What follows belongs to an exercise in optimizing a design on an open flow for small area, a short achievable clock period and few clock cycles per item; a production flow would make more cautious choices. The RTL was checked by simulation tests, not by an equivalence proof against the original design.

File: design/flow/run.sh
#!/bin/bash
# synth_recipe.tcl (not shown) runs the flow's synth.tcl, then flattens the netlist and writes it again
# the make line also repeats each setting of config.mk as NAME=value (left out here)
make -C /OpenROAD-flow-scripts/flow DESIGN_CONFIG=/design/flow/config.mk WORK_HOME=/design/flow/orfs CLKGATE_MAP_FILE= SYNTH_SCRIPT=/design/flow/synth_recipe.tcl finish
File: design/flow/config.mk
export PLATFORM = sky130hd
export DESIGN_NAME = running_mean_variance_stats_top
export DESIGN_NICKNAME = running_mean_variance_stats_top
export VERILOG_FILES = /design/flow/design.v
export SDC_FILE = /design/flow/constraint.sdc
export NUM_CORES = 4
export LEC_CHECK = 0
export ABC_AREA = 1
export CAP_MARGIN = 20
export CORE_MARGIN = 2
export CORE_UTILIZATION = 55
export SETUP_SLACK_MARGIN = 2.2
export SLEW_MARGIN = 20
File: design/flow/constraint.sdc
create_clock -name core_clock -period 9.5 [get_ports {clk}]
set_input_delay 1.9000 -clock core_clock [delete_from_list [all_inputs] [get_ports {clk}]]
set_output_delay 1.9000 -clock core_clock [all_outputs]
set_load 0.01 [all_outputs]
File: design/flow/design.v
`default_nettype none
package rmvs_pkg;
  localparam int SAMPLE_BITS = 16;
  localparam int COUNT_BITS  = 16;
  localparam int TOTAL_BITS  = 32;
  localparam int SQ_BITS     = 48;
  localparam int MEAN_BITS   = 24;
  localparam int VAR_BITS    = 39;
  localparam int STD_BITS    = 24;
  localparam int EPOCH       = 9;
  localparam logic signed [SAMPLE_BITS-1:0] SAMPLE_MAX = 16'sh7fff;
  localparam logic signed [SAMPLE_BITS-1:0] SAMPLE_MIN = 16'sh8000;
  localparam logic [COUNT_BITS-1:0]         COUNT_FULL = 16'hffff;
endpackage
`default_nettype wire
`default_nettype none
module rmvs_mac (
  input  wire logic [17:0] ma,
  input  wire logic [16:0] mb,
  input  wire logic [36:0] base,
  output logic [36:0]      sum
);
  logic [18:0] bx;           
  logic [18:0]   ax;           
  logic [8:0] b1, b2, bn;   
  logic [18:0] pp0;
  logic [18:0] pp1;
  logic [18:0] pp2;
  logic [18:0] pp3;
  logic [18:0] pp4;
  logic [18:0] pp5;
  logic [18:0] pp6;
  logic [18:0] pp7;
  logic [18:0] pp8;
  assign bx = {mb[16], mb, 1'b0};
  assign ax = {ma[17], ma};
  always_comb begin
    for (int k = 0; k < 9; k++) begin
      b1[k] = bx[2*k+1] ^ bx[2*k];
      b2[k] = (bx[2*k+2] & ~bx[2*k+1] & ~bx[2*k]) | (~bx[2*k+2] & bx[2*k+1] & bx[2*k]);
      bn[k] = bx[2*k+2];
    end
  end
  assign pp0 = ({19{b1[0]}} & ax | {19{b2[0]}} & {ax[17:0], 1'b0}) ^ {19{bn[0]}};
  assign pp1 = ({19{b1[1]}} & ax | {19{b2[1]}} & {ax[17:0], 1'b0}) ^ {19{bn[1]}};
  assign pp2 = ({19{b1[2]}} & ax | {19{b2[2]}} & {ax[17:0], 1'b0}) ^ {19{bn[2]}};
  assign pp3 = ({19{b1[3]}} & ax | {19{b2[3]}} & {ax[17:0], 1'b0}) ^ {19{bn[3]}};
  assign pp4 = ({19{b1[4]}} & ax | {19{b2[4]}} & {ax[17:0], 1'b0}) ^ {19{bn[4]}};
  assign pp5 = ({19{b1[5]}} & ax | {19{b2[5]}} & {ax[17:0], 1'b0}) ^ {19{bn[5]}};
  assign pp6 = ({19{b1[6]}} & ax | {19{b2[6]}} & {ax[17:0], 1'b0}) ^ {19{bn[6]}};
  assign pp7 = ({19{b1[7]}} & ax | {19{b2[7]}} & {ax[17:0], 1'b0}) ^ {19{bn[7]}};
  assign pp8 = ({19{b1[8]}} & ax | {19{b2[8]}} & {ax[17:0], 1'b0}) ^ {19{bn[8]}};
  logic h0s, h0c, h1s, h1c, f2s, f2c, h3s, h3c, f4s, f4c, h5s, h5c;
  logic f6s, f6c, f7s, f7c, f8s, f8c, h9s, h9c, f10s, f10c, h11s, h11c;
  logic h12s, h12c, h13s, h13c, f14s, f14c, h15s, h15c, f16s, f16c, h17s, h17c;
  logic f18s, f18c, f19s, f19c, h20s, h20c, f21s, f21c, f22s, f22c, h23s, h23c;
  logic f24s, f24c, f25s, f25c, f26s, f26c, f27s, f27c, f28s, f28c, f29s, f29c;
  logic f30s, f30c, f31s, f31c, f32s, f32c, f33s, f33c, f34s, f34c, f35s, f35c;
  logic f36s, f36c, f37s, f37c, f38s, f38c, f39s, f39c, f40s, f40c, f41s, f41c;
  logic f42s, f42c, f43s, f43c, f44s, f44c, f45s, f45c, f46s, f46c, f47s, f47c;
  logic f48s, f48c, f49s, f49c, f50s, f50c, f51s, f51c, f52s, f52c, h53s, h53c;
  logic f54s, f54c, f55s, f55c, f56s, f56c, h57s, h57c, f58s, f58c, h59s, h59c;
  logic h60s, h60c, h61s, h61c, f62s, f62c, h63s, h63c, f64s, f64c, h65s, h65c;
  logic f66s, f66c, f67s, f67c, f68s, f68c, f69s, f69c, f70s, f70c, f71s, f71c;
  logic f72s, f72c, f73s, f73c, f74s, f74c, f75s, f75c, f76s, f76c, f77s, f77c;
  logic f78s, f78c, f79s, f79c, f80s, f80c, f81s, f81c, f82s, f82c, f83s, f83c;
  logic f84s, f84c, f85s, f85c, f86s, f86c, f87s, f87c, f88s, f88c, f89s, f89c;
  logic f90s, f90c, f91s, f91c, f92s, f92c, f93s, f93c, f94s, f94c, f95s, f95c;
  logic f96s, f96c, f97s, f97c, f98s, f98c, f99s, f99c, f100s, f100c, f101s, f101c;
  logic f102s, f102c, f103s, f103c, f104s, f104c, f105s, f105c, f106s, f106c, f107s, f107c;
  logic f108s, f108c, h109s, h109c, f110s, f110c, h111s, h111c, h112s, h112c, h113s, h113c;
  logic f114s, f114c, f115s, f115c, f116s, f116c, f117s, f117c, f118s, f118c, f119s, f119c;
  logic f120s, f120c, f121s, f121c, f122s, f122c, f123s, f123c, f124s, f124c, f125s, f125c;
  logic f126s, f126c, f127s, f127c, f128s, f128c, f129s, f129c, f130s, f130c, f131s, f131c;
  logic f132s, f132c, f133s, f133c, f134s, f134c, f135s, f135c, f136s, f136c, f137s, f137c;
  logic f138s, f138c, f139s, f139c, f140s, f140c, f141s, f141c, f142s, f142c, h143s, h143c;
  logic h144s, h144c, h145s, h145c, f146s, f146c, f147s, f147c, f148s, f148c, f149s, f149c;
  logic f150s, f150c, f151s, f151c, f152s, f152c, f153s, f153c, f154s, f154c, f155s, f155c;
  logic f156s, f156c, f157s, f157c, f158s, f158c, f159s, f159c, f160s, f160c, f161s, f161c;
  logic f162s, f162c, f163s, f163c, f164s, f164c, f165s, f165c, f166s, f166c, f167s, f167c;
  logic f168s, f168c, f169s, f169c, f170s, f170c, f171s, f171c, f172s, f172c, f173s, f173c;
  logic f174s, f174c, f175s, f175c, f176s, f176c, f177s, f177c, f178s, f178c, h179s, h179c;
  logic h180s, h180c;
  logic [36:0] ra, rb;
  assign h0s = pp0[14] ^ pp1[12];
  assign h0c = pp0[14] & pp1[12];
  assign h1s = pp0[15] ^ pp1[13];
  assign h1c = pp0[15] & pp1[13];
  assign f2s = pp0[16] ^ pp1[14] ^ pp2[12];
  assign f2c = (pp0[16] & pp1[14]) | (pp0[16] & pp2[12]) | (pp1[14] & pp2[12]);
  assign h3s = pp3[10] ^ pp4[8];
  assign h3c = pp3[10] & pp4[8];
  assign f4s = pp0[17] ^ pp1[15] ^ pp2[13];
  assign f4c = (pp0[17] & pp1[15]) | (pp0[17] & pp2[13]) | (pp1[15] & pp2[13]);
  assign h5s = pp3[11] ^ pp4[9];
  assign h5c = pp3[11] & pp4[9];
  assign f6s = ~pp0[18] ^ pp1[16] ^ pp2[14];
  assign f6c = (~pp0[18] & pp1[16]) | (~pp0[18] & pp2[14]) | (pp1[16] & pp2[14]);
  assign f7s = pp3[12] ^ pp4[10] ^ pp5[8];
  assign f7c = (pp3[12] & pp4[10]) | (pp3[12] & pp5[8]) | (pp4[10] & pp5[8]);
  assign f8s = pp1[17] ^ pp2[15] ^ pp3[13];
  assign f8c = (pp1[17] & pp2[15]) | (pp1[17] & pp3[13]) | (pp2[15] & pp3[13]);
  assign h9s = pp4[11] ^ pp5[9];
  assign h9c = pp4[11] & pp5[9];
  assign f10s = ~pp1[18] ^ pp2[16] ^ pp3[14];
  assign f10c = (~pp1[18] & pp2[16]) | (~pp1[18] & pp3[14]) | (pp2[16] & pp3[14]);
  assign h11s = pp2[17] ^ pp3[15];
  assign h11c = pp2[17] & pp3[15];
  assign h12s = pp0[8] ^ pp1[6];
  assign h12c = pp0[8] & pp1[6];
  assign h13s = pp0[9] ^ pp1[7];
  assign h13c = pp0[9] & pp1[7];
  assign f14s = pp0[10] ^ pp1[8] ^ pp2[6];
  assign f14c = (pp0[10] & pp1[8]) | (pp0[10] & pp2[6]) | (pp1[8] & pp2[6]);
  assign h15s = pp3[4] ^ pp4[2];
  assign h15c = pp3[4] & pp4[2];
  assign f16s = pp0[11] ^ pp1[9] ^ pp2[7];
  assign f16c = (pp0[11] & pp1[9]) | (pp0[11] & pp2[7]) | (pp1[9] & pp2[7]);
  assign h17s = pp3[5] ^ pp4[3];
  assign h17c = pp3[5] & pp4[3];
  assign f18s = pp0[12] ^ pp1[10] ^ pp2[8];
  assign f18c = (pp0[12] & pp1[10]) | (pp0[12] & pp2[8]) | (pp1[10] & pp2[8]);
  assign f19s = pp3[6] ^ pp4[4] ^ pp5[2];
  assign f19c = (pp3[6] & pp4[4]) | (pp3[6] & pp5[2]) | (pp4[4] & pp5[2]);
  assign h20s = pp6[0] ^ bn[6];
  assign h20c = pp6[0] & bn[6];
  assign f21s = pp0[13] ^ pp1[11] ^ pp2[9];
  assign f21c = (pp0[13] & pp1[11]) | (pp0[13] & pp2[9]) | (pp1[11] & pp2[9]);
  assign f22s = pp3[7] ^ pp4[5] ^ pp5[3];
  assign f22c = (pp3[7] & pp4[5]) | (pp3[7] & pp5[3]) | (pp4[5] & pp5[3]);
  assign h23s = pp6[1] ^ base[13];
  assign h23c = pp6[1] & base[13];
  assign f24s = h0s ^ pp2[10] ^ pp3[8];
  assign f24c = (h0s & pp2[10]) | (h0s & pp3[8]) | (pp2[10] & pp3[8]);
  assign f25s = pp4[6] ^ pp5[4] ^ pp6[2];
  assign f25c = (pp4[6] & pp5[4]) | (pp4[6] & pp6[2]) | (pp5[4] & pp6[2]);
  assign f26s = pp7[0] ^ bn[7] ^ base[14];
  assign f26c = (pp7[0] & bn[7]) | (pp7[0] & base[14]) | (bn[7] & base[14]);
  assign f27s = h0c ^ h1s ^ pp2[11];
  assign f27c = (h0c & h1s) | (h0c & pp2[11]) | (h1s & pp2[11]);
  assign f28s = pp3[9] ^ pp4[7] ^ pp5[5];
  assign f28c = (pp3[9] & pp4[7]) | (pp3[9] & pp5[5]) | (pp4[7] & pp5[5]);
  assign f29s = pp6[3] ^ pp7[1] ^ base[15];
  assign f29c = (pp6[3] & pp7[1]) | (pp6[3] & base[15]) | (pp7[1] & base[15]);
  assign f30s = h1c ^ f2s ^ h3s;
  assign f30c = (h1c & f2s) | (h1c & h3s) | (f2s & h3s);
  assign f31s = pp5[6] ^ pp6[4] ^ pp7[2];
  assign f31c = (pp5[6] & pp6[4]) | (pp5[6] & pp7[2]) | (pp6[4] & pp7[2]);
  assign f32s = pp8[0] ^ bn[8] ^ base[16];
  assign f32c = (pp8[0] & bn[8]) | (pp8[0] & base[16]) | (bn[8] & base[16]);
  assign f33s = f2c ^ h3c ^ f4s;
  assign f33c = (f2c & h3c) | (f2c & f4s) | (h3c & f4s);
  assign f34s = h5s ^ pp5[7] ^ pp6[5];
  assign f34c = (h5s & pp5[7]) | (h5s & pp6[5]) | (pp5[7] & pp6[5]);
  assign f35s = pp7[3] ^ pp8[1] ^ base[17];
  assign f35c = (pp7[3] & pp8[1]) | (pp7[3] & base[17]) | (pp8[1] & base[17]);
  assign f36s = f4c ^ h5c ^ f6s;
  assign f36c = (f4c & h5c) | (f4c & f6s) | (h5c & f6s);
  assign f37s = f7s ^ pp6[6] ^ pp7[4];
  assign f37c = (f7s & pp6[6]) | (f7s & pp7[4]) | (pp6[6] & pp7[4]);
  assign f38s = pp8[2] ^ 1'b1 ^ base[18];
  assign f38c = (pp8[2] & 1'b1) | (pp8[2] & base[18]) | (1'b1 & base[18]);
  assign f39s = f6c ^ f7c ^ f8s;
  assign f39c = (f6c & f7c) | (f6c & f8s) | (f7c & f8s);
  assign f40s = h9s ^ pp6[7] ^ pp7[5];
  assign f40c = (h9s & pp6[7]) | (h9s & pp7[5]) | (pp6[7] & pp7[5]);
  assign f41s = pp8[3] ^ 1'b1 ^ base[19];
  assign f41c = (pp8[3] & 1'b1) | (pp8[3] & base[19]) | (1'b1 & base[19]);
  assign f42s = f8c ^ h9c ^ f10s;
  assign f42c = (f8c & h9c) | (f8c & f10s) | (h9c & f10s);
  assign f43s = pp4[12] ^ pp5[10] ^ pp6[8];
  assign f43c = (pp4[12] & pp5[10]) | (pp4[12] & pp6[8]) | (pp5[10] & pp6[8]);
  assign f44s = pp7[6] ^ pp8[4] ^ base[20];
  assign f44c = (pp7[6] & pp8[4]) | (pp7[6] & base[20]) | (pp8[4] & base[20]);
  assign f45s = f10c ^ h11s ^ pp4[13];
  assign f45c = (f10c & h11s) | (f10c & pp4[13]) | (h11s & pp4[13]);
  assign f46s = pp5[11] ^ pp6[9] ^ pp7[7];
  assign f46c = (pp5[11] & pp6[9]) | (pp5[11] & pp7[7]) | (pp6[9] & pp7[7]);
  assign f47s = pp8[5] ^ 1'b1 ^ base[21];
  assign f47c = (pp8[5] & 1'b1) | (pp8[5] & base[21]) | (1'b1 & base[21]);
  assign f48s = h11c ^ ~pp2[18] ^ pp3[16];
  assign f48c = (h11c & ~pp2[18]) | (h11c & pp3[16]) | (~pp2[18] & pp3[16]);
  assign f49s = pp4[14] ^ pp5[12] ^ pp6[10];
  assign f49c = (pp4[14] & pp5[12]) | (pp4[14] & pp6[10]) | (pp5[12] & pp6[10]);
  assign f50s = pp7[8] ^ pp8[6] ^ base[22];
  assign f50c = (pp7[8] & pp8[6]) | (pp7[8] & base[22]) | (pp8[6] & base[22]);
  assign f51s = pp3[17] ^ pp4[15] ^ pp5[13];
  assign f51c = (pp3[17] & pp4[15]) | (pp3[17] & pp5[13]) | (pp4[15] & pp5[13]);
  assign f52s = pp6[11] ^ pp7[9] ^ pp8[7];
  assign f52c = (pp6[11] & pp7[9]) | (pp6[11] & pp8[7]) | (pp7[9] & pp8[7]);
  assign h53s = 1'b1 ^ base[23];
  assign h53c = 1'b1 & base[23];
  assign f54s = ~pp3[18] ^ pp4[16] ^ pp5[14];
  assign f54c = (~pp3[18] & pp4[16]) | (~pp3[18] & pp5[14]) | (pp4[16] & pp5[14]);
  assign f55s = pp6[12] ^ pp7[10] ^ pp8[8];
  assign f55c = (pp6[12] & pp7[10]) | (pp6[12] & pp8[8]) | (pp7[10] & pp8[8]);
  assign f56s = pp4[17] ^ pp5[15] ^ pp6[13];
  assign f56c = (pp4[17] & pp5[15]) | (pp4[17] & pp6[13]) | (pp5[15] & pp6[13]);
  assign h57s = pp7[11] ^ pp8[9];
  assign h57c = pp7[11] & pp8[9];
  assign f58s = ~pp4[18] ^ pp5[16] ^ pp6[14];
  assign f58c = (~pp4[18] & pp5[16]) | (~pp4[18] & pp6[14]) | (pp5[16] & pp6[14]);
  assign h59s = pp5[17] ^ pp6[15];
  assign h59c = pp5[17] & pp6[15];
  assign h60s = pp0[4] ^ pp1[2];
  assign h60c = pp0[4] & pp1[2];
  assign h61s = pp0[5] ^ pp1[3];
  assign h61c = pp0[5] & pp1[3];
  assign f62s = pp0[6] ^ pp1[4] ^ pp2[2];
  assign f62c = (pp0[6] & pp1[4]) | (pp0[6] & pp2[2]) | (pp1[4] & pp2[2]);
  assign h63s = pp3[0] ^ bn[3];
  assign h63c = pp3[0] & bn[3];
  assign f64s = pp0[7] ^ pp1[5] ^ pp2[3];
  assign f64c = (pp0[7] & pp1[5]) | (pp0[7] & pp2[3]) | (pp1[5] & pp2[3]);
  assign h65s = pp3[1] ^ base[7];
  assign h65c = pp3[1] & base[7];
  assign f66s = h12s ^ pp2[4] ^ pp3[2];
  assign f66c = (h12s & pp2[4]) | (h12s & pp3[2]) | (pp2[4] & pp3[2]);
  assign f67s = pp4[0] ^ bn[4] ^ base[8];
  assign f67c = (pp4[0] & bn[4]) | (pp4[0] & base[8]) | (bn[4] & base[8]);
  assign f68s = h12c ^ h13s ^ pp2[5];
  assign f68c = (h12c & h13s) | (h12c & pp2[5]) | (h13s & pp2[5]);
  assign f69s = pp3[3] ^ pp4[1] ^ base[9];
  assign f69c = (pp3[3] & pp4[1]) | (pp3[3] & base[9]) | (pp4[1] & base[9]);
  assign f70s = h13c ^ f14s ^ h15s;
  assign f70c = (h13c & f14s) | (h13c & h15s) | (f14s & h15s);
  assign f71s = pp5[0] ^ bn[5] ^ base[10];
  assign f71c = (pp5[0] & bn[5]) | (pp5[0] & base[10]) | (bn[5] & base[10]);
  assign f72s = f14c ^ h15c ^ f16s;
  assign f72c = (f14c & h15c) | (f14c & f16s) | (h15c & f16s);
  assign f73s = h17s ^ pp5[1] ^ base[11];
  assign f73c = (h17s & pp5[1]) | (h17s & base[11]) | (pp5[1] & base[11]);
  assign f74s = f16c ^ h17c ^ f18s;
  assign f74c = (f16c & h17c) | (f16c & f18s) | (h17c & f18s);
  assign f75s = f19s ^ h20s ^ base[12];
  assign f75c = (f19s & h20s) | (f19s & base[12]) | (h20s & base[12]);
  assign f76s = f18c ^ f19c ^ h20c;
  assign f76c = (f18c & f19c) | (f18c & h20c) | (f19c & h20c);
  assign f77s = f21s ^ f22s ^ h23s;
  assign f77c = (f21s & f22s) | (f21s & h23s) | (f22s & h23s);
  assign f78s = f21c ^ f22c ^ h23c;
  assign f78c = (f21c & f22c) | (f21c & h23c) | (f22c & h23c);
  assign f79s = f24s ^ f25s ^ f26s;
  assign f79c = (f24s & f25s) | (f24s & f26s) | (f25s & f26s);
  assign f80s = f24c ^ f25c ^ f26c;
  assign f80c = (f24c & f25c) | (f24c & f26c) | (f25c & f26c);
  assign f81s = f27s ^ f28s ^ f29s;
  assign f81c = (f27s & f28s) | (f27s & f29s) | (f28s & f29s);
  assign f82s = f27c ^ f28c ^ f29c;
  assign f82c = (f27c & f28c) | (f27c & f29c) | (f28c & f29c);
  assign f83s = f30s ^ f31s ^ f32s;
  assign f83c = (f30s & f31s) | (f30s & f32s) | (f31s & f32s);
  assign f84s = f30c ^ f31c ^ f32c;
  assign f84c = (f30c & f31c) | (f30c & f32c) | (f31c & f32c);
  assign f85s = f33s ^ f34s ^ f35s;
  assign f85c = (f33s & f34s) | (f33s & f35s) | (f34s & f35s);
  assign f86s = f33c ^ f34c ^ f35c;
  assign f86c = (f33c & f34c) | (f33c & f35c) | (f34c & f35c);
  assign f87s = f36s ^ f37s ^ f38s;
  assign f87c = (f36s & f37s) | (f36s & f38s) | (f37s & f38s);
  assign f88s = f36c ^ f37c ^ f38c;
  assign f88c = (f36c & f37c) | (f36c & f38c) | (f37c & f38c);
  assign f89s = f39s ^ f40s ^ f41s;
  assign f89c = (f39s & f40s) | (f39s & f41s) | (f40s & f41s);
  assign f90s = f39c ^ f40c ^ f41c;
  assign f90c = (f39c & f40c) | (f39c & f41c) | (f40c & f41c);
  assign f91s = f42s ^ f43s ^ f44s;
  assign f91c = (f42s & f43s) | (f42s & f44s) | (f43s & f44s);
  assign f92s = f42c ^ f43c ^ f44c;
  assign f92c = (f42c & f43c) | (f42c & f44c) | (f43c & f44c);
  assign f93s = f45s ^ f46s ^ f47s;
  assign f93c = (f45s & f46s) | (f45s & f47s) | (f46s & f47s);
  assign f94s = f45c ^ f46c ^ f47c;
  assign f94c = (f45c & f46c) | (f45c & f47c) | (f46c & f47c);
  assign f95s = f48s ^ f49s ^ f50s;
  assign f95c = (f48s & f49s) | (f48s & f50s) | (f49s & f50s);
  assign f96s = f48c ^ f49c ^ f50c;
  assign f96c = (f48c & f49c) | (f48c & f50c) | (f49c & f50c);
  assign f97s = f51s ^ f52s ^ h53s;
  assign f97c = (f51s & f52s) | (f51s & h53s) | (f52s & h53s);
  assign f98s = f51c ^ f52c ^ h53c;
  assign f98c = (f51c & f52c) | (f51c & h53c) | (f52c & h53c);
  assign f99s = f54s ^ f55s ^ base[24];
  assign f99c = (f54s & f55s) | (f54s & base[24]) | (f55s & base[24]);
  assign f100s = f54c ^ f55c ^ f56s;
  assign f100c = (f54c & f55c) | (f54c & f56s) | (f55c & f56s);
  assign f101s = h57s ^ 1'b1 ^ base[25];
  assign f101c = (h57s & 1'b1) | (h57s & base[25]) | (1'b1 & base[25]);
  assign f102s = f56c ^ h57c ^ f58s;
  assign f102c = (f56c & h57c) | (f56c & f58s) | (h57c & f58s);
  assign f103s = pp7[12] ^ pp8[10] ^ base[26];
  assign f103c = (pp7[12] & pp8[10]) | (pp7[12] & base[26]) | (pp8[10] & base[26]);
  assign f104s = f58c ^ h59s ^ pp7[13];
  assign f104c = (f58c & h59s) | (f58c & pp7[13]) | (h59s & pp7[13]);
  assign f105s = pp8[11] ^ 1'b1 ^ base[27];
  assign f105c = (pp8[11] & 1'b1) | (pp8[11] & base[27]) | (1'b1 & base[27]);
  assign f106s = h59c ^ ~pp5[18] ^ pp6[16];
  assign f106c = (h59c & ~pp5[18]) | (h59c & pp6[16]) | (~pp5[18] & pp6[16]);
  assign f107s = pp7[14] ^ pp8[12] ^ base[28];
  assign f107c = (pp7[14] & pp8[12]) | (pp7[14] & base[28]) | (pp8[12] & base[28]);
  assign f108s = pp6[17] ^ pp7[15] ^ pp8[13];
  assign f108c = (pp6[17] & pp7[15]) | (pp6[17] & pp8[13]) | (pp7[15] & pp8[13]);
  assign h109s = 1'b1 ^ base[29];
  assign h109c = 1'b1 & base[29];
  assign f110s = ~pp6[18] ^ pp7[16] ^ pp8[14];
  assign f110c = (~pp6[18] & pp7[16]) | (~pp6[18] & pp8[14]) | (pp7[16] & pp8[14]);
  assign h111s = pp7[17] ^ pp8[15];
  assign h111c = pp7[17] & pp8[15];
  assign h112s = pp0[2] ^ pp1[0];
  assign h112c = pp0[2] & pp1[0];
  assign h113s = pp0[3] ^ pp1[1];
  assign h113c = pp0[3] & pp1[1];
  assign f114s = h60s ^ pp2[0] ^ bn[2];
  assign f114c = (h60s & pp2[0]) | (h60s & bn[2]) | (pp2[0] & bn[2]);
  assign f115s = h60c ^ h61s ^ pp2[1];
  assign f115c = (h60c & h61s) | (h60c & pp2[1]) | (h61s & pp2[1]);
  assign f116s = h61c ^ f62s ^ h63s;
  assign f116c = (h61c & f62s) | (h61c & h63s) | (f62s & h63s);
  assign f117s = f62c ^ h63c ^ f64s;
  assign f117c = (f62c & h63c) | (f62c & f64s) | (h63c & f64s);
  assign f118s = f64c ^ h65c ^ f66s;
  assign f118c = (f64c & h65c) | (f64c & f66s) | (h65c & f66s);
  assign f119s = f66c ^ f67c ^ f68s;
  assign f119c = (f66c & f67c) | (f66c & f68s) | (f67c & f68s);
  assign f120s = f68c ^ f69c ^ f70s;
  assign f120c = (f68c & f69c) | (f68c & f70s) | (f69c & f70s);
  assign f121s = f70c ^ f71c ^ f72s;
  assign f121c = (f70c & f71c) | (f70c & f72s) | (f71c & f72s);
  assign f122s = f72c ^ f73c ^ f74s;
  assign f122c = (f72c & f73c) | (f72c & f74s) | (f73c & f74s);
  assign f123s = f74c ^ f75c ^ f76s;
  assign f123c = (f74c & f75c) | (f74c & f76s) | (f75c & f76s);
  assign f124s = f76c ^ f77c ^ f78s;
  assign f124c = (f76c & f77c) | (f76c & f78s) | (f77c & f78s);
  assign f125s = f78c ^ f79c ^ f80s;
  assign f125c = (f78c & f79c) | (f78c & f80s) | (f79c & f80s);
  assign f126s = f80c ^ f81c ^ f82s;
  assign f126c = (f80c & f81c) | (f80c & f82s) | (f81c & f82s);
  assign f127s = f82c ^ f83c ^ f84s;
  assign f127c = (f82c & f83c) | (f82c & f84s) | (f83c & f84s);
  assign f128s = f84c ^ f85c ^ f86s;
  assign f128c = (f84c & f85c) | (f84c & f86s) | (f85c & f86s);
  assign f129s = f86c ^ f87c ^ f88s;
  assign f129c = (f86c & f87c) | (f86c & f88s) | (f87c & f88s);
  assign f130s = f88c ^ f89c ^ f90s;
  assign f130c = (f88c & f89c) | (f88c & f90s) | (f89c & f90s);
  assign f131s = f90c ^ f91c ^ f92s;
  assign f131c = (f90c & f91c) | (f90c & f92s) | (f91c & f92s);
  assign f132s = f92c ^ f93c ^ f94s;
  assign f132c = (f92c & f93c) | (f92c & f94s) | (f93c & f94s);
  assign f133s = f94c ^ f95c ^ f96s;
  assign f133c = (f94c & f95c) | (f94c & f96s) | (f95c & f96s);
  assign f134s = f96c ^ f97c ^ f98s;
  assign f134c = (f96c & f97c) | (f96c & f98s) | (f97c & f98s);
  assign f135s = f98c ^ f99c ^ f100s;
  assign f135c = (f98c & f99c) | (f98c & f100s) | (f99c & f100s);
  assign f136s = f100c ^ f101c ^ f102s;
  assign f136c = (f100c & f101c) | (f100c & f102s) | (f101c & f102s);
  assign f137s = f102c ^ f103c ^ f104s;
  assign f137c = (f102c & f103c) | (f102c & f104s) | (f103c & f104s);
  assign f138s = f104c ^ f105c ^ f106s;
  assign f138c = (f104c & f105c) | (f104c & f106s) | (f105c & f106s);
  assign f139s = f106c ^ f107c ^ f108s;
  assign f139c = (f106c & f107c) | (f106c & f108s) | (f107c & f108s);
  assign f140s = f108c ^ h109c ^ f110s;
  assign f140c = (f108c & h109c) | (f108c & f110s) | (h109c & f110s);
  assign f141s = f110c ^ h111s ^ 1'b1;
  assign f141c = (f110c & h111s) | (f110c & 1'b1) | (h111s & 1'b1);
  assign f142s = h111c ^ ~pp7[18] ^ pp8[16];
  assign f142c = (h111c & ~pp7[18]) | (h111c & pp8[16]) | (~pp7[18] & pp8[16]);
  assign h143s = pp8[17] ^ 1'b1;
  assign h143c = pp8[17] & 1'b1;
  assign h144s = pp0[0] ^ bn[0];
  assign h144c = pp0[0] & bn[0];
  assign h145s = pp0[1] ^ base[1];
  assign h145c = pp0[1] & base[1];
  assign f146s = h112s ^ bn[1] ^ base[2];
  assign f146c = (h112s & bn[1]) | (h112s & base[2]) | (bn[1] & base[2]);
  assign f147s = h112c ^ h113s ^ base[3];
  assign f147c = (h112c & h113s) | (h112c & base[3]) | (h113s & base[3]);
  assign f148s = h113c ^ f114s ^ base[4];
  assign f148c = (h113c & f114s) | (h113c & base[4]) | (f114s & base[4]);
  assign f149s = f114c ^ f115s ^ base[5];
  assign f149c = (f114c & f115s) | (f114c & base[5]) | (f115s & base[5]);
  assign f150s = f115c ^ f116s ^ base[6];
  assign f150c = (f115c & f116s) | (f115c & base[6]) | (f116s & base[6]);
  assign f151s = f116c ^ f117s ^ h65s;
  assign f151c = (f116c & f117s) | (f116c & h65s) | (f117s & h65s);
  assign f152s = f117c ^ f118s ^ f67s;
  assign f152c = (f117c & f118s) | (f117c & f67s) | (f118s & f67s);
  assign f153s = f118c ^ f119s ^ f69s;
  assign f153c = (f118c & f119s) | (f118c & f69s) | (f119s & f69s);
  assign f154s = f119c ^ f120s ^ f71s;
  assign f154c = (f119c & f120s) | (f119c & f71s) | (f120s & f71s);
  assign f155s = f120c ^ f121s ^ f73s;
  assign f155c = (f120c & f121s) | (f120c & f73s) | (f121s & f73s);
  assign f156s = f121c ^ f122s ^ f75s;
  assign f156c = (f121c & f122s) | (f121c & f75s) | (f122s & f75s);
  assign f157s = f122c ^ f123s ^ f77s;
  assign f157c = (f122c & f123s) | (f122c & f77s) | (f123s & f77s);
  assign f158s = f123c ^ f124s ^ f79s;
  assign f158c = (f123c & f124s) | (f123c & f79s) | (f124s & f79s);
  assign f159s = f124c ^ f125s ^ f81s;
  assign f159c = (f124c & f125s) | (f124c & f81s) | (f125s & f81s);
  assign f160s = f125c ^ f126s ^ f83s;
  assign f160c = (f125c & f126s) | (f125c & f83s) | (f126s & f83s);
  assign f161s = f126c ^ f127s ^ f85s;
  assign f161c = (f126c & f127s) | (f126c & f85s) | (f127s & f85s);
  assign f162s = f127c ^ f128s ^ f87s;
  assign f162c = (f127c & f128s) | (f127c & f87s) | (f128s & f87s);
  assign f163s = f128c ^ f129s ^ f89s;
  assign f163c = (f128c & f129s) | (f128c & f89s) | (f129s & f89s);
  assign f164s = f129c ^ f130s ^ f91s;
  assign f164c = (f129c & f130s) | (f129c & f91s) | (f130s & f91s);
  assign f165s = f130c ^ f131s ^ f93s;
  assign f165c = (f130c & f131s) | (f130c & f93s) | (f131s & f93s);
  assign f166s = f131c ^ f132s ^ f95s;
  assign f166c = (f131c & f132s) | (f131c & f95s) | (f132s & f95s);
  assign f167s = f132c ^ f133s ^ f97s;
  assign f167c = (f132c & f133s) | (f132c & f97s) | (f133s & f97s);
  assign f168s = f133c ^ f134s ^ f99s;
  assign f168c = (f133c & f134s) | (f133c & f99s) | (f134s & f99s);
  assign f169s = f134c ^ f135s ^ f101s;
  assign f169c = (f134c & f135s) | (f134c & f101s) | (f135s & f101s);
  assign f170s = f135c ^ f136s ^ f103s;
  assign f170c = (f135c & f136s) | (f135c & f103s) | (f136s & f103s);
  assign f171s = f136c ^ f137s ^ f105s;
  assign f171c = (f136c & f137s) | (f136c & f105s) | (f137s & f105s);
  assign f172s = f137c ^ f138s ^ f107s;
  assign f172c = (f137c & f138s) | (f137c & f107s) | (f138s & f107s);
  assign f173s = f138c ^ f139s ^ h109s;
  assign f173c = (f138c & f139s) | (f138c & h109s) | (f139s & h109s);
  assign f174s = f139c ^ f140s ^ base[30];
  assign f174c = (f139c & f140s) | (f139c & base[30]) | (f140s & base[30]);
  assign f175s = f140c ^ f141s ^ base[31];
  assign f175c = (f140c & f141s) | (f140c & base[31]) | (f141s & base[31]);
  assign f176s = f141c ^ f142s ^ base[32];
  assign f176c = (f141c & f142s) | (f141c & base[32]) | (f142s & base[32]);
  assign f177s = f142c ^ h143s ^ base[33];
  assign f177c = (f142c & h143s) | (f142c & base[33]) | (h143s & base[33]);
  assign f178s = h143c ^ ~pp8[18] ^ base[34];
  assign f178c = (h143c & ~pp8[18]) | (h143c & base[34]) | (~pp8[18] & base[34]);
  assign h179s = 1'b1 ^ base[35];
  assign h179c = 1'b1 & base[35];
  assign h180s = 1'b1 ^ base[36];
  assign h180c = 1'b1 & base[36];
  assign ra[0] = h144s;
  assign rb[0] = base[0];
  assign ra[1] = h144c;
  assign rb[1] = h145s;
  assign ra[2] = h145c;
  assign rb[2] = f146s;
  assign ra[3] = f146c;
  assign rb[3] = f147s;
  assign ra[4] = f147c;
  assign rb[4] = f148s;
  assign ra[5] = f148c;
  assign rb[5] = f149s;
  assign ra[6] = f149c;
  assign rb[6] = f150s;
  assign ra[7] = f150c;
  assign rb[7] = f151s;
  assign ra[8] = f151c;
  assign rb[8] = f152s;
  assign ra[9] = f152c;
  assign rb[9] = f153s;
  assign ra[10] = f153c;
  assign rb[10] = f154s;
  assign ra[11] = f154c;
  assign rb[11] = f155s;
  assign ra[12] = f155c;
  assign rb[12] = f156s;
  assign ra[13] = f156c;
  assign rb[13] = f157s;
  assign ra[14] = f157c;
  assign rb[14] = f158s;
  assign ra[15] = f158c;
  assign rb[15] = f159s;
  assign ra[16] = f159c;
  assign rb[16] = f160s;
  assign ra[17] = f160c;
  assign rb[17] = f161s;
  assign ra[18] = f161c;
  assign rb[18] = f162s;
  assign ra[19] = f162c;
  assign rb[19] = f163s;
  assign ra[20] = f163c;
  assign rb[20] = f164s;
  assign ra[21] = f164c;
  assign rb[21] = f165s;
  assign ra[22] = f165c;
  assign rb[22] = f166s;
  assign ra[23] = f166c;
  assign rb[23] = f167s;
  assign ra[24] = f167c;
  assign rb[24] = f168s;
  assign ra[25] = f168c;
  assign rb[25] = f169s;
  assign ra[26] = f169c;
  assign rb[26] = f170s;
  assign ra[27] = f170c;
  assign rb[27] = f171s;
  assign ra[28] = f171c;
  assign rb[28] = f172s;
  assign ra[29] = f172c;
  assign rb[29] = f173s;
  assign ra[30] = f173c;
  assign rb[30] = f174s;
  assign ra[31] = f174c;
  assign rb[31] = f175s;
  assign ra[32] = f175c;
  assign rb[32] = f176s;
  assign ra[33] = f176c;
  assign rb[33] = f177s;
  assign ra[34] = f177c;
  assign rb[34] = f178s;
  assign ra[35] = f178c;
  assign rb[35] = h179s;
  assign ra[36] = h179c;
  assign rb[36] = h180s;
  assign sum = ra + rb;
endmodule
`default_nettype wire
`default_nettype none
module rmvs_front (
  input  wire logic                clk,
  input  wire logic                rst,
  input  wire logic                adv,
  input  wire logic                take,
  input  wire logic                add,
  input  wire logic                cmd,
  input  wire logic signed [15:0]  sample,
  input  wire logic                s2_wr,
  input  wire logic [47:0]         s2_nx,
  output logic [15:0]              n,
  output logic signed [31:0]       sum,
  output logic [47:0]              s2,
  output logic signed [15:0]       lo,
  output logic signed [15:0]       hi,
  output logic                     ovf,
  output logic [15:0]              n_nx,
  output logic signed [31:0]       sum_nx
);
  logic               pclr;     
  logic               padd;     
  logic               psat;     
  logic signed [15:0] px;       
  assign n_nx   = pclr ? '0 : padd ? n + 1'b1 : n;
  assign sum_nx = pclr ? '0 : padd ? sum + 32'(px) : sum;
  always_ff @(posedge clk) begin
    if (rst) begin
      pclr <= 1'b1;
      padd <= 1'b0;
      psat <= 1'b0;
      px   <= '0;
    end else if (adv) begin
      pclr <= take & cmd;
      padd <= add;
      psat <= take & ~cmd & ~add;
      px   <= sample;
    end
  end
  always_ff @(posedge clk) begin
    if (rst || (adv && pclr)) begin
      n   <= '0;
      sum <= '0;
      lo  <= rmvs_pkg::SAMPLE_MAX;
      hi  <= rmvs_pkg::SAMPLE_MIN;
      ovf <= 1'b0;
    end else if (adv) begin
      n   <= n_nx;
      sum <= sum_nx;
      if (padd && px < lo) lo <= px;
      if (padd && px > hi) hi <= px;
      if (psat) ovf <= 1'b1;
    end
  end
  always_ff @(posedge clk) begin
    if (rst || (take && cmd)) begin
      s2 <= '0;
    end else if (s2_wr) begin
      s2 <= s2_nx;
    end
  end
endmodule
module rmvs_mid (
  input  wire logic                clk,
  input  wire logic                adv,
  input  wire logic                add,
  input  wire logic signed [15:0]  sample,
  input  wire logic [3:0]          ph,
  input  wire logic [15:0]         n,
  input  wire logic signed [31:0]  sum,
  input  wire logic [47:0]         s2,
  output logic                     s2_wr,
  output logic [47:0]              s2_nx,
  output logic [31:0]              d_hi,
  output logic [31:0]              dlo,
  output logic [31:0]              den
);
  logic p0, p2, p4;
  logic acc_wr, acc_shift, base_acc;
  always_ff @(posedge clk) begin
    if (adv) begin
      p0 <= 1'b1; p2 <= 1'b0; p4 <= 1'b0;
      acc_wr <= 1'b0; acc_shift <= 1'b0; base_acc <= 1'b0;
    end else begin
      p0        <= 1'b0;
      p2        <= (ph == 4'd1);
      p4        <= (ph == 4'd3);
      acc_wr    <= (ph <= 4'd5);
      acc_shift <= (ph == 4'd1 || ph == 4'd3);
      base_acc  <= (ph >= 4'd1 && ph <= 4'd5);
    end
  end
  logic [17:0] ma;
  logic [16:0] mb;
  logic [17:0] ma_nx;
  logic [16:0] mb_nx;
  logic [36:0] msum;
  logic [17:0] ma_sel;
  logic        ma_neg;
  always_comb begin
    ma_neg = 1'b0;
    case (ph)
      4'd0: begin ma_sel = {2'b0, n};                       mb_nx = {1'b0, msum[15:0]};    end
      4'd1: begin ma_sel = {2'b0, sum[15:0]};               mb_nx = {1'b0, sum[15:0]};     ma_neg = 1'b1; end
      4'd2: begin ma_sel = {2'b0, n};                       mb_nx = {1'b0, s2[31:16]};     end
      4'd3: begin ma_sel = {sum[31], sum[31:16], 1'b0};     mb_nx = {1'b0, sum[15:0]};     ma_neg = 1'b1; end
      4'd4: begin ma_sel = {2'b0, n};                       mb_nx = {1'b0, s2[47:32]};     end
      4'd5: begin ma_sel = {{2{sum[31]}}, sum[31:16]};      mb_nx = {sum[31], sum[31:16]}; ma_neg = 1'b1; end
      4'd7, 4'd8: begin ma_sel = {2'b0, n};                 mb_nx = {1'b0, n - 1'b1};      end
      default: begin ma_sel = '0;                           mb_nx = '0;                    end
    endcase
    ma_nx = ma_neg ? 18'(-ma_sel) : ma_sel;
    if (adv) begin
      ma_nx = add ? {{2{sample[15]}}, sample} : '0;
      mb_nx = {sample[15], sample};
    end
  end
  always_ff @(posedge clk) begin
    ma <= ma_nx;
    mb <= mb_nx;
  end
  logic [36:0] acc;
  logic [36:0] base;
  assign base = ({37{p0}} & {1'b0, s2[35:0]}) | ({37{base_acc}} & acc);
  rmvs_mac u_mac (
    .ma   (ma),
    .mb   (mb),
    .base (base),
    .sum  (msum)
  );
  logic [11:0] s2_hi_inc;
  assign s2_hi_inc = s2[47:36] + 1'b1;
  assign s2_wr = p0;
  assign s2_nx = {msum[36] ? s2_hi_inc : s2[47:36], msum[35:0]};
  always_ff @(posedge clk) begin
    if (acc_wr) acc <= acc_shift ? {{16{msum[36]}}, msum[36:16]} : msum;
    if (p2) dlo[15:0]  <= msum[15:0];
    if (p4) dlo[31:16] <= msum[15:0];
    if (adv) den <= {msum[31:1], msum[0] | (n[15:1] == '0)};
  end
  assign d_hi = acc[31:0];
endmodule
`default_nettype wire
`default_nettype none
module rmvs_div3 #(
  parameter int W = 32
) (
  input  wire logic [W-1:0] r_in,
  input  wire logic [2:0]   b_in,
  input  wire logic [W-1:0] d,
  output logic [W-1:0]      r_out,
  output logic [2:0]        q
);
  logic [W-1:0] rr [4];
  always_comb begin
    rr[0] = r_in;
    for (int i = 0; i < 3; i++) begin
      logic [W:0] t;
      logic       b;
      t = {rr[i], b_in[2-i]};
      b = (t >= {1'b0, d});
      rr[i+1] = b ? W'(t - {1'b0, d}) : t[W-1:0];
      q[2-i] = b;
    end
  end
  assign r_out = rr[3];
endmodule
module rmvs_back (
  input  wire logic                clk,
  input  wire logic                adv,
  input  wire logic [3:0]          ph,
  input  wire logic [15:0]         n_in,
  input  wire logic signed [31:0]  sum_in,
  input  wire logic signed [15:0]  lo_in,
  input  wire logic signed [15:0]  hi_in,
  input  wire logic                ovf_in,
  input  wire logic [31:0]         d_hi,
  input  wire logic [31:0]         dlo_in,
  input  wire logic [31:0]         den_in,
  output logic [15:0]              sample_count,
  output logic signed [31:0]       total,
  output logic signed [15:0]       smallest,
  output logic signed [15:0]       largest,
  output logic signed [23:0]       mean_q8,
  output logic [38:0]              variance_q8,
  output logic [23:0]              std_dev_q8,
  output logic                     has_data,
  output logic                     variance_valid,
  output logic                     count_saturated
);
  logic       d1v;      
  logic       d2v;      
  logic [7:0] wsel;     
  always_ff @(posedge clk) begin
    if (adv) begin
      d1v  <= 1'b1;
      d2v  <= 1'b1;
      wsel <= 8'd1;
    end else begin
      d1v  <= (ph <= 4'd6);
      d2v  <= (ph <= 4'd4);
      wsel <= {wsel[6:0], 1'b0};
    end
  end
  logic [31:0]        rem1;
  logic [38:0]        qd1;      
  logic [31:0]        rem1_nx;
  logic [2:0]         q1;
  rmvs_div3 #(.W(32)) u_div1 (
    .r_in  (rem1),
    .b_in  (qd1[38:36]),
    .d     (den_in),
    .r_out (rem1_nx),
    .q     (q1)
  );
  always_ff @(posedge clk) begin
    if (adv) begin
      rem1 <= {d_hi[30:0], dlo_in[31]};       
      qd1  <= {dlo_in[30:0], 8'h00};          
    end else if (d1v) begin
      rem1 <= rem1_nx;
      qd1  <= {qd1[35:0], q1};
    end
  end
  logic [31:0] den2;
  logic [31:0] rem2;
  logic [38:0] qd2;
  logic [31:0] rem2_nx;
  logic [1:0]  q2;
  always_comb begin
    logic [31:0] r;
    r = rem2;
    for (int i = 0; i < 2; i++) begin
      logic [32:0] t;
      logic        b;
      t = {r, qd2[38-i]};
      b = (t >= {1'b0, den2});
      r = b ? 32'(t - {1'b0, den2}) : t[31:0];
      q2[1-i] = b;
    end
    rem2_nx = r;
  end
  always_ff @(posedge clk) begin
    if (adv) begin
      sample_count    <= n_in;
      total           <= sum_in;
      smallest        <= lo_in;
      largest         <= hi_in;
      count_saturated <= ovf_in;
      den2            <= den_in;
      qd2             <= {qd1[35:0], q1};
    end else if (d2v) begin
      qd2  <= {qd2[36:0], q2};
    end
  end
  always_ff @(posedge clk) begin
    rem2 <= adv ? rem1_nx : rem2_nx;
  end
  assign has_data       = (sample_count != '0);
  assign variance_valid = (sample_count[15:1] != '0);
  assign variance_q8    = qd2;
  logic [31:0] amag1;
  logic [15:0] ndiv;
  logic [15:0] mrem;
  logic [23:0] mq;
  logic [15:0] mrem_nx;
  logic [2:0]  mqb;
  assign amag1 = sum_in[31] ? 32'(-sum_in) : 32'(sum_in);
  assign ndiv  = {sample_count[15:1], sample_count[0] | (sample_count == '0)};
  rmvs_div3 #(.W(16)) u_mdiv (
    .r_in  (mrem),
    .b_in  (mq[23:21]),
    .d     (ndiv),
    .r_out (mrem_nx),
    .q     (mqb)
  );
  always_ff @(posedge clk) begin
    mrem <= adv ? amag1[31:16] : mrem_nx;
    if (adv) begin
      mq   <= {amag1[15:0], 8'h00};
    end else if (wsel != '0) begin
      mq   <= {mq[20:0], mqb};
    end
  end
  assign mean_q8 = total[31] ? 24'(-mq) : mq;
  logic [23:0] root;
  logic [24:0] srem;
  logic [5:0]  win;
  logic [23:0] sroot [4];
  logic [24:0] sr    [4];
  always_comb begin
    win = {6{wsel[6]}} & {qd2[3:0], 2'b00};
    for (int c = 0; c < 6; c++) begin
      win = win | ({6{wsel[c]}} & qd2[27-4*c -: 6]);
    end
  end
  always_comb begin
    sroot[0] = root;
    sr[0]    = srem;
    for (int i = 0; i < 3; i++) begin
      logic [26:0] a;
      logic [26:0] t;
      logic        b;
      a = {sr[i], win[5-2*i -: 2]};
      t = {1'b0, sroot[i], 2'b01};
      b = (a >= t);
      sr[i+1]    = b ? 25'(a - t) : a[24:0];
      sroot[i+1] = {sroot[i][22:0], b};
    end
  end
  always_ff @(posedge clk) begin
    srem <= adv ? '0 : sr[3];
    if (adv) begin
      root <= '0;
    end else if (wsel != '0) begin
      root <= sroot[3];
    end
  end
  assign std_dev_q8 = root;
endmodule
`default_nettype wire
`default_nettype none
module running_mean_variance_stats_top (
  input  wire logic                                    clk,
  input  wire logic                                    rst,
  input  wire logic                                    in_valid,
  output logic                                         in_stall,
  input  wire logic                                    cmd,
  input  wire logic signed [rmvs_pkg::SAMPLE_BITS-1:0] sample,
  output logic                                         out_valid,
  input  wire logic                                    out_stall,
  output logic [rmvs_pkg::COUNT_BITS-1:0]              sample_count,
  output logic signed [rmvs_pkg::TOTAL_BITS-1:0]       total,
  output logic signed [rmvs_pkg::SAMPLE_BITS-1:0]      smallest,
  output logic signed [rmvs_pkg::SAMPLE_BITS-1:0]      largest,
  output logic signed [rmvs_pkg::MEAN_BITS-1:0]        mean_q8,
  output logic [rmvs_pkg::VAR_BITS-1:0]                variance_q8,
  output logic [rmvs_pkg::STD_BITS-1:0]                std_dev_q8,
  output logic                                         has_data,
  output logic                                         variance_valid,
  output logic                                         count_saturated
);
  localparam logic [3:0] PH_LAST = 4'(rmvs_pkg::EPOCH - 1);
  logic [3:0] ph;
  logic       last;
  logic       adv;
  logic       take;
  logic       add;
  logic       m_vld;
  logic       v1_vld;
  logic       v2_vld;
  assign last      = (ph == PH_LAST);
  assign out_valid = last & v2_vld;
  assign adv       = last & ~(v2_vld & out_stall);
  assign in_stall  = ~adv;
  assign take      = adv & in_valid;
  always_ff @(posedge clk) begin
    if (rst) begin
      ph     <= PH_LAST;
      m_vld  <= 1'b0;
      v1_vld <= 1'b0;
      v2_vld <= 1'b0;
    end else begin
      if (adv) begin
        ph     <= '0;
        m_vld  <= take;
        v1_vld <= m_vld;
        v2_vld <= v1_vld;
      end else if (!last) begin
        ph <= ph + 1'b1;
      end
    end
  end
  logic [15:0]        n;
  logic signed [31:0] sum;
  logic [47:0]        s2;
  logic signed [15:0] lo;
  logic signed [15:0] hi;
  logic               ovf;
  logic               s2_wr;
  logic [47:0]        s2_nx;
  logic [31:0]        d_hi;
  logic [31:0]        dlo;
  logic [31:0]        den;
  logic [15:0]        n_nx;
  logic signed [31:0] sum_nx;
  assign add = take & ~cmd & (n_nx != rmvs_pkg::COUNT_FULL);
  rmvs_front u_front (
    .clk          (clk),
    .rst          (rst),
    .adv          (adv),
    .take         (take),
    .add          (add),
    .cmd          (cmd),
    .sample       (sample),
    .s2_wr        (s2_wr),
    .s2_nx        (s2_nx),
    .n            (n),
    .sum          (sum),
    .s2           (s2),
    .lo           (lo),
    .hi           (hi),
    .ovf          (ovf),
    .n_nx         (n_nx),
    .sum_nx       (sum_nx)
  );
  rmvs_mid u_mid (
    .clk          (clk),
    .adv          (adv),
    .add          (add),
    .sample       (sample),
    .ph           (ph),
    .n            (n_nx),
    .sum          (sum_nx),
    .s2           (s2),
    .s2_wr        (s2_wr),
    .s2_nx        (s2_nx),
    .d_hi         (d_hi),
    .dlo          (dlo),
    .den          (den)
  );
  rmvs_back u_back (
    .clk             (clk),
    .adv             (adv),
    .ph              (ph),
    .n_in            (n),
    .sum_in          (sum),
    .lo_in           (lo),
    .hi_in           (hi),
    .ovf_in          (ovf),
    .d_hi            (d_hi),
    .dlo_in          (dlo),
    .den_in          (den),
    .sample_count    (sample_count),
    .total           (total),
    .smallest        (smallest),
    .largest         (largest),
    .mean_q8         (mean_q8),
    .variance_q8     (variance_q8),
    .std_dev_q8      (std_dev_q8),
    .has_data        (has_data),
    .variance_valid  (variance_valid),
    .count_saturated (count_saturated)
  );
endmodule
`default_nettype wire
==> results of run 1 <==
repair_timing:
item,CTS,global route
setup buffers,78,106
endpoints found under the setup margin,109,160
gates resized for setup,239,472
hold buffers,0,0
pin swaps,39,171
cloned,15,2
hold endpoints to repair,0,0
cells in the mapped netlist (34+ instances only):
cell	number
nor2_1	400
a21oi_1	614
dfxtp_1	318
nand3_1	348
or2_2	55
nor4_1	39
nand4_1	58
fa_1	151
o21a_1	47
xor2_1	326
o21ai_1	86
nor3_1	72
buf_1	34
inv_1	1075
xnor2_1	133
o21ai_0	621
ha_1	425
clkbuf_1	183
nand2_1	1566
edfxtp_1	332
o22ai_1	215
layer usage:
layer	global-route usage	up-vias	wire length (um)
li1	-	25520	-
met3	0.06169	533	18260
met5	0	-	60
met1	0.5068	25450	82730
met2	0.6043	2602	90670
met4	0.1720	4	10790
worst max-delay path: cells and delay by family, from the launching register on:
family | cells | cell delay [ns]
AND/OR/NAND/NOR | 16 | 2.09
buffers and inverters | 7 | 0.93
adder cells (fa/ha/maj) | 3 | 1.01
XOR/XNOR | 1 | 0.14
flip-flops | 1 | 0.51
AO/OA/AOI/OAI | 11 | 2.40
per-stage QoR:
stage               setup slack (ns)  hold slack [ns]  instance area [um^2]
floorplan                      2.251           0.4064                 55040
global placement              0.6956           0.4131                 57960
detailed placement            0.6363           0.4141                 57960
CTS                            2.155           0.4332                 62200
global route                   1.892           0.4462                 64920
finish                         2.126           0.4287                 64920
sequential cells by signal (all words and copies together), names as in the netlist, 24 cells and up:
name and cells:
u_back.den2 32, u_back.mq 24, u_back.qd1 39, u_back.qd2 39, u_back.rem1 32, u_back.rem2 32
u_back.root 24, u_back.srem 25, u_back.total 32, u_front.s2 48, u_front.sum 32, u_mid.acc 37
u_mid.den 32, u_mid.dlo 32
cell families (layout without fill, tap and decap cells):
family                     Yosys count  after routing  share of synthesized area
buffers and inverters             1374           1689                    0.09717
AOI/OAI and AO/OA                 1808           1808                     0.1830
DFF                                650            650                     0.2968
xor gates and xnor gates           460            460                    0.07334
muxes                                2              2                  0.0003638
other                                0              2                          0
and+or+nand+nor                   2595           2604                     0.1978
adders and majority gates          576            576                     0.1515
final timing paths:
check,to,depth (start not counted),slack [ns],from
worst max-delay path,u_back.rem1[27],38,2.13,u_mid.den[14]
worst min-delay path,u_back.largest[7],0,0.43,u_front.hi[7]
worst max register to register,u_back.rem1[27],38,2.13,u_mid.den[14]
worst min register to register,u_back.largest[7],0,0.43,u_front.hi[7]
cell type report:
type / instances / area, um^2
antenna: 2 / 5.005
clock buffer: 99 / 2069
clock inverter: 38 / 374.1
fill: 8867 / 34790
inverter: 1093 / 4172
multi-input combinational: 5450 / 36070
sequential: 650 / 16340
tap: 1298 / 1624
timing repair buffer: 456 / 4238
timing repair inverter: 3 / 26.28
==> impl_metrics.tcl, run 1 <==
set metrics [dict create \
    cts_sinks 650 \
    finClkSkew_ns 0.03454 \
    hpwl_mm 154.1 \
    ys_warn_count 11 \
    grt_pass1_vias 50370 \
    max_freq_mhz 135.6 \
    final.min_clock_period_ns 7.374 \
    cts_buffer_depth 3 \
    synth_ff_type "edfxtp_1" \
    via_per_inst 5.954 \
    setup_viol 0 \
    cp.arrival_ns 7.76 \
    layout_common_cells "nand2_1 (1435), inv_1 (1035), a21oi_1 (574)" \
    routed_wl_mm 202.5 \
    io_buffers 192 \
    dp.cells 8749 \
    dr.pass1.iters 8 \
    final_cell_count_no_fill 9089 \
    drv_cap 0 \
    antenna_found_initial 4 \
    ioPinCount 193 \
    hold_viol 0 \
    layout_commonest_cell "nand2_1" \
    grt_overflow 0 \
    layout.nets 8325 \
    slowest_delay_ns 0.57 \
    synth-seq-cells 650 \
    finalSetupTns_ns 0 \
    status "timing/DRC/antenna clean" \
    htreeDepth 3 \
    worstPathRequired_ns 9.89 \
    async_reset_ff_frac 0 \
    syn_area_per_cell_um2 7.373 \
    syn_area_mm2 0.05504 \
    grt_pass1_wl_mm 300.3 \
    cts.clk_slew.worst_paths_ns 0.07 \
    place_congestion 1.041 \
    hold_class "reg -> reg" \
    netlist.area_leader.share 0.1811 \
    drive_gt1_frac 0.1212 \
    crit_path_top_delay_cell "nor4_1" \
    cts_tree "built" \
    synth.area.top_cells "edfxtp_1 (18%), dfxtp_1 (12%), nand2_1 (11%)" \
    rsz0062_at_grt "yes" \
    insertion_delay_ns 0.67 \
    vias 54110 \
    syn_to_final_growth_pct 17.96 \
    cts-root-buf "clkbuf_16" \
    end_kind "register" \
    drt-initial-drc-count 5998 \
    die_w_um 320.3 \
    ant_nets 0 \
    syn_nets 8062 \
    drv_slew 0 \
    maxSlewHeadroom 0.2267 \
    rows 116 \
    path_class "reg -> reg" \
    synth.distinct_cells 72 \
    synthCells 7465 \
    track_usage 0.3793 \
    ys_seq_area_frac 0.2968 \
    cts_buffers 74 \
    cp_max_fo 24 \
    cp_common_cell "nand2_1" \
    fin_crit_sh 0.7762 \
    synth-edff-count 332 \
    drc 0 \
    core-area_mm2 0.09971 \
    dieHeight_um 320.3 \
    crit_path_start_kind "register" \
    tightestPinTransition_ns 1.156 \
    yosysTopAreaCell "edfxtp_1" \
    die_area_mm2 0.1026 \
    wire_per_inst_um 22.28 \
    grt_max_degree 168 \
    fin_util 0.6511 \
    initial_core_util 0.5520 \
]
Testbench counts, summed over its fixed seeds: cycles 43,352, items 4,800.
==> run 2: changes to the inputs <==
--- a/design/flow/config.mk
+++ b/design/flow/config.mk
@@ -6,8 +6,8 @@
 export NUM_CORES = 4
 export LEC_CHECK = 0
 export ABC_AREA = 1
-export CAP_MARGIN = 20
+export CAP_MARGIN = 5
 export CORE_MARGIN = 2
-export CORE_UTILIZATION = 55
+export CORE_UTILIZATION = 40
 export SETUP_SLACK_MARGIN = 2.2
-export SLEW_MARGIN = 20
+export SLEW_MARGIN = 5
==> run 2 against run 1 <==
Against the previous run: clock-buffer cell count shrank 7; clock skew grew 0.015 ns; final cell count up 5.6%; register-to-register slack improved by 0.24 ns; global-route usage is 9.0 points lower; highest routed layer unchanged.
==> impl_metrics.tcl, run 2 <==
set metrics [dict create \
    status "timing/DRC/antenna clean" \
    syn_area_per_cell_um2 7.373 \
    place_area_mm2 0.05871 \
    async_reset_ff_frac 0 \
    largest_reg_flops 48 \
    worstPathRequired_ns 9.91 \
    final_cell_count_no_fill 9595 \
    drc 0 \
    ys_seq_area_frac 0.2968 \
    grt_overflow 0 \
    cp_common_cell "nand2_2" \
    synth_ff_type "edfxtp_1" \
    netlist.area_leader.share 0.1811 \
    cp_max_fo 11 \
    insertion_delay_ns 0.70 \
    vias 53410 \
    crit_path_top_delay_cell "edfxtp_1" \
    die_w_um 374.9 \
    cts_tree "built" \
    top_register "u_front.s2" \
    cp.arrival_ns 7.55 \
    dieHeight_um 374.9 \
    finClkSkew_ns 0.05002 \
    yosysTopAreaCell "edfxtp_1" \
    slowest_delay_ns 0.48 \
    synth.area.top_cells "edfxtp_1 (18%), dfxtp_1 (12%), nand2_1 (11%)" \
    drive_gt1_frac 0.1248 \
    cts_hold_buffers 0 \
    hold_class "reg -> reg" \
    yosys.cell_count.top_type "nand2_1" \
    ys_warn_count 11 \
    htreeDepth 3 \
    end_kind "register" \
    drv_slew 0 \
    initial_core_util 0.4018 \
    final.min_clock_period_ns 7.138 \
    dr.pass1.iters 6 \
    fin_crit_sh 0.7514 \
    wire_per_inst_um 22.08 \
    via_per_inst 5.567 \
    grt_max_degree 127 \
    cts.clk_slew.worst_paths_ns 0.06 \
    place_congestion 1.000 \
    ioPinCount 193 \
    crit_path_start_kind "register" \
    synth-seq-cells 650 \
    syn_to_final_growth_pct 19.05 \
    maxSlewHeadroom 0.1803 \
    grt_pass1_wl_mm 312.5 \
    layout_common_cells "nand2_1 (1455), inv_1 (1027), a21oi_1 (564)" \
    whs_ns 0.4265 \
    routed_wl_mm 211.9 \
    drt-initial-drc-count 4894 \
    path_class "reg -> reg" \
    drv_cap 0 \
    io_buffers 192 \
    layout_commonest_cell "nand2_1" \
    r2r_setup_slack_ns 2.36 \
    cts_sinks 650 \
    cts-root-buf "clkbuf_16" \
    cts_buffer_depth 3 \
    setup_viol 0 \
    rows 136 \
    synth-edff-count 332 \
    synthCells 7465 \
    final_area_mm2 0.06552 \
    tightestPinTransition_ns 1.225 \
    synthTopCellsByCount "nand2_1 (1566), inv_1 (1075), o21ai_0 (621), a21oi_1 (614), ha_1 (425)" \
    rsz0062_at_grt "yes" \
    synth.distinct_cells 72 \
    syn_area_mm2 0.05504 \
    core-area_mm2 0.1370 \
    grt_pass1_vias 50510 \
    finalSetupTns_ns 0 \
    max_freq_mhz 140.1 \
    dp.cells 9259 \
    ant_nets 0 \
    layout.nets 8328 \
    die_area_mm2 0.1406 \
    reg.largest.list "u_front.s2: 48 flops, u_back.qd1: 39 flops, u_back.qd2: 39 flops" \
    antenna_found_initial 5 \
    cts_buffers 79 \
    hpwl_mm 163.4 \
    syn_nets 8062 \
    track_usage 0.2894 \
    hold_viol 0 \
]
==> run 2: cell families (layout without fill, tap and decap cells) <==
group                      count (synthesis)  count (layout)  share of synthesized area
DFF                                      650             650                     0.2968
and+or+nand+nor                         2595            2596                     0.1978
muxes                                      2               2                  0.0003638
adders and majority gates                576             576                     0.1515
AOI/OAI and AO/OA                       1808            1808                     0.1830
xor gates and xnor gates                 460             460                    0.07334
buffers and inverters                   1374            1705                    0.09717
other                                      0               4                          0
==> run 2: final timing paths <==
path	from	endpoint	cells after the start
worst max register to register	u_back.rem1[20]	u_back.rem1[27]	48
worst min register to register	u_front.ovf	u_back.count_saturated	0
worst max-delay path	u_back.rem1[20]	u_back.rem1[27]	48
worst min-delay path	u_front.ovf	u_back.count_saturated	0
==> run 2: final cells by class <==
| type | count | area [um^2] |
|---|---|---|
| timing repair buffer | 464 | 4214 |
| inverter | 1093 | 4167 |
| clock inverter | 55 | 564.3 |
| multi-input combinational | 5442 | 35870 |
| clock buffer | 92 | 2088 |
| tap | 1794 | 2245 |
| timing repair inverter | 1 | 8.758 |
| sequential | 650 | 16350 |
| fill | 13650 | 71460 |
| antenna | 4 | 10.01 |
==> run 2: per-layer routing <==
| layer | routed length (um) | vias to the layer above | track usage | part of all wire |
|---|---|---|---|---|
| met5 | 10 | - | 0 | 0.000047 |
| met4 | 8770 | 2 | 0.1084 | 0.041 |
| met3 | 14910 | 405 | 0.03352 | 0.070 |
| met2 | 92970 | 2068 | 0.4538 | 0.44 |
| met1 | 95200 | 25420 | 0.4076 | 0.45 |
| li1 | - | 25520 | - | - |
==> run 2: critical path: cells and delay by family (launching register included) <==
kind            cells  cell delay (ns)
compound gates     10             1.81
flops               1             0.48
simple gates       29             2.74
fa+ha+maj           3             0.98
buf+inv             6             0.82
==> run 2: through the flow <==
step | utilization | setup WS [ns]
detailed placement | 0.4286 | 0.6798
finish | 0.4783 | 2.362
CTS | 0.4585 | 2.190
global placement | 0.4286 | 0.6364
global route | 0.4783 | 2.026
floorplan | - | 2.251
==> run 2: timing repair <==
action	in CTS	in global routing
setup buffers	69	109
gates resized for setup	240	431
setup endpoints to repair	119	160
cloned	1	6
pin swaps	47	129
==> run 3: changes to the inputs <==
--- a/design/flow/config.mk
+++ b/design/flow/config.mk
@@ -9,5 +9,7 @@
 export CAP_MARGIN = 5
 export CORE_MARGIN = 2
 export CORE_UTILIZATION = 40
+export CTS_CLUSTER_DIAMETER = 70
+export CTS_CLUSTER_SIZE = 28
 export SETUP_SLACK_MARGIN = 2.2
 export SLEW_MARGIN = 5
==> run 3 against run 2 <==
Against the previous run: still clean; synthesized cell count is the same; global-route usage shrank 0.053 points; cell area grew 0.49%; core utilization is 0.23 points higher; via count shrank 0.12%; clock-buffer cell count decreased by 23; register-to-register slack got worse by 0.07 ns; sequential cell count did not move; final cell count about the same; clock skew up 0.022 ns; largest cell class unchanged.
==> impl_metrics.tcl, run 3 <==
set metrics [dict create \
    reg.largest.list "u_front.s2: 48 flops, u_back.qd1: 39 flops, u_back.qd2: 39 flops" \
    vias 53350 \
    rr_startpoint "u_mid.den[13]" \
    hold_class "reg -> reg" \
    place_congestion 1.000 \
    yosys.area_share.xor_xnor 0.07334 \
    slowest_delay_ns 0.43 \
    syn_to_final_growth_pct 19.64 \
    syn_area_mm2 0.05504 \
    ioPinCount 193 \
    cts-root-buf "clkbuf_16" \
    dr.pass1.iters 6 \
    htreeDepth 3 \
    rows 136 \
    final_area_mm2 0.06584 \
    setup_viol 0 \
    async_reset_ff_frac 0 \
    layout_commonest_cell "nand2_1" \
    status "timing/DRC/antenna clean" \
    routed_wl_mm 212.2 \
    dieHeight_um 374.9 \
    synthTopCellsByCount "nand2_1 (1566), inv_1 (1075), o21ai_0 (621), a21oi_1 (614), ha_1 (425)" \
    synth.area.top_cells "edfxtp_1 (18%), dfxtp_1 (12%), nand2_1 (11%)" \
    hpwl_mm 163.4 \
    min_from "u_front.ovf" \
    cts_buffer_depth 3 \
    syn_area_per_cell_um2 7.373 \
    synth_ff_type "edfxtp_1" \
    crit_start "u_mid.den[13]" \
    layout.nets 8335 \
    layout_common_cells "nand2_1 (1432), inv_1 (1024), a21oi_1 (567)" \
    die_area_mm2 0.1406 \
    finClkSkew_ns 0.07220 \
    rsz0062_at_grt "yes" \
    timing.rr.end "u_back.rem1[16]" \
    synth.distinct_cells 72 \
    r2r_cells 42 \
    largest_reg_flops 48 \
    regArea_mm2 0.01636 \
    drt-initial-drc-count 4955 \
    crit_path_start_kind "register" \
    end_kind "register" \
    muxShareOfSynthArea 0.0003637 \
    ys_warn_count 11 \
    place_area_mm2 0.05871 \
    ys_seq_area_frac 0.2968 \
    max_freq_mhz 138.8 \
    syn_nets 8062 \
]
[run 3: cell counts after synthesis]
No cell type changed its count.
[run 3: through the flow]
step	hold WS [ns]	setup WS [ns]	instances	utilization
3_5_place_dp	0.4198	0.6798	9259	0.4286
2_1_floorplan	0.4064	2.251	7465	-
3_3_place_gp	0.4134	0.6364	9259	0.4286
5_1_grt	0.4530	1.993	9585	0.4806
6_report	0.4422	2.294	9588	0.4807
4_1_cts	0.4425	2.200	9448	0.4576
[run 3: metal layers]
metal  vias to the layer above  global-route usage
met5                         -                   0
met4                         4              0.1106
met1                     25280              0.4061
li1                      25530                   -
met3                       379             0.03462
met2                      2155              0.4519
[run 3: repair_timing]
| item | CTS | global route |
|---|---|---|
| pin swaps | 46 | 145 |
| gates cloned | 1 | 11 |
| setup buffers | 67 | 126 |
| setup endpoints to repair | 119 | 148 |
| gates resized for setup | 247 | 507 |
| hold buffers | 0 | 0 |
| hold endpoints to repair | 0 | 0 |
[run 3: worst register-to-register path: cells and delay by family, from the launching register on]
kind | cells | cell delay, ns
DFF | 1 | 0.43
buffers and inverters | 9 | 1.33
adders and majority gates | 3 | 0.93
xor gates and xnor gates | 1 | 0.18
and+or+nand+nor | 18 | 2.09
AOI/OAI and AO/OA | 11 | 2.00
[run 3: worst min path at each step]
stage	cells past startpoint	endpoint	slack (ns)
floorplan	0	u_back.total[31]	0.41
global placement	0	u_back.largest[2]	0.41
detailed placement	0	u_back.largest[5]	0.42
CTS	0	u_back.largest[2]	0.44
global route	0	u_back.largest[2]	0.45
finish	0	u_back.count_saturated	0.44
[run 3: kinds of logic (layout without fill, tap and decap cells)]
family                   count (synthesis)  count (layout)
XOR/XNOR                               460             460
adder cells (fa/ha/maj)                576             576
AND/OR/NAND/NOR                       2595            2597
other                                    0               3
flip-flops                             650             650
multiplexers                             2               2
buffers and inverters                 1374            1698
AO/OA/AOI/OAI                         1808            1808
[run 3: area by class of cell]
class | instances | share of cell area
Clock inverter | 52 | 0.01237
Timing Repair inverter | 2 | 0.0002280
Sequential cell | 650 | 0.2484
Timing Repair Buffer | 482 | 0.06679
Multi-Input combinational cell | 5443 | 0.5484
Inverter | 1093 | 0.06385
Antenna cell | 3 | 0.0001140
Clock buffer | 69 | 0.02573
Tap cell | 1794 | 0.03409

## static timing again, ports no longer ideal
The flow's constraints put no driver on any port. The routed layouts listed below were extracted and timed again, unchanged, in two steps. Step 1, drivers: a clkbuf_16 drives clk and a buf_2 each remaining input, both assumed. Step 2 times the ports against the registers' clock, not the clock port: input delays grow and output delays shrink by t, the midpoint of the rising clock arrivals with the driver on. a / b / c = ideal ports / drivers / drivers and shift; a / b = the first two.
| run | t (ns) | slack for setup (ns) | worst setup path after step 2 |
|---|---|---|---|
| run 1 | 0.726 | 2.126 / 2.126 / 2.126 | register to register |
| run 2 | 0.746 | 2.362 / 2.362 / 2.362 | register to register |
| run 3 | 0.736 | 2.294 / 2.294 / 2.294 | register to register |
After both steps setup and hold are still met in every run listed.
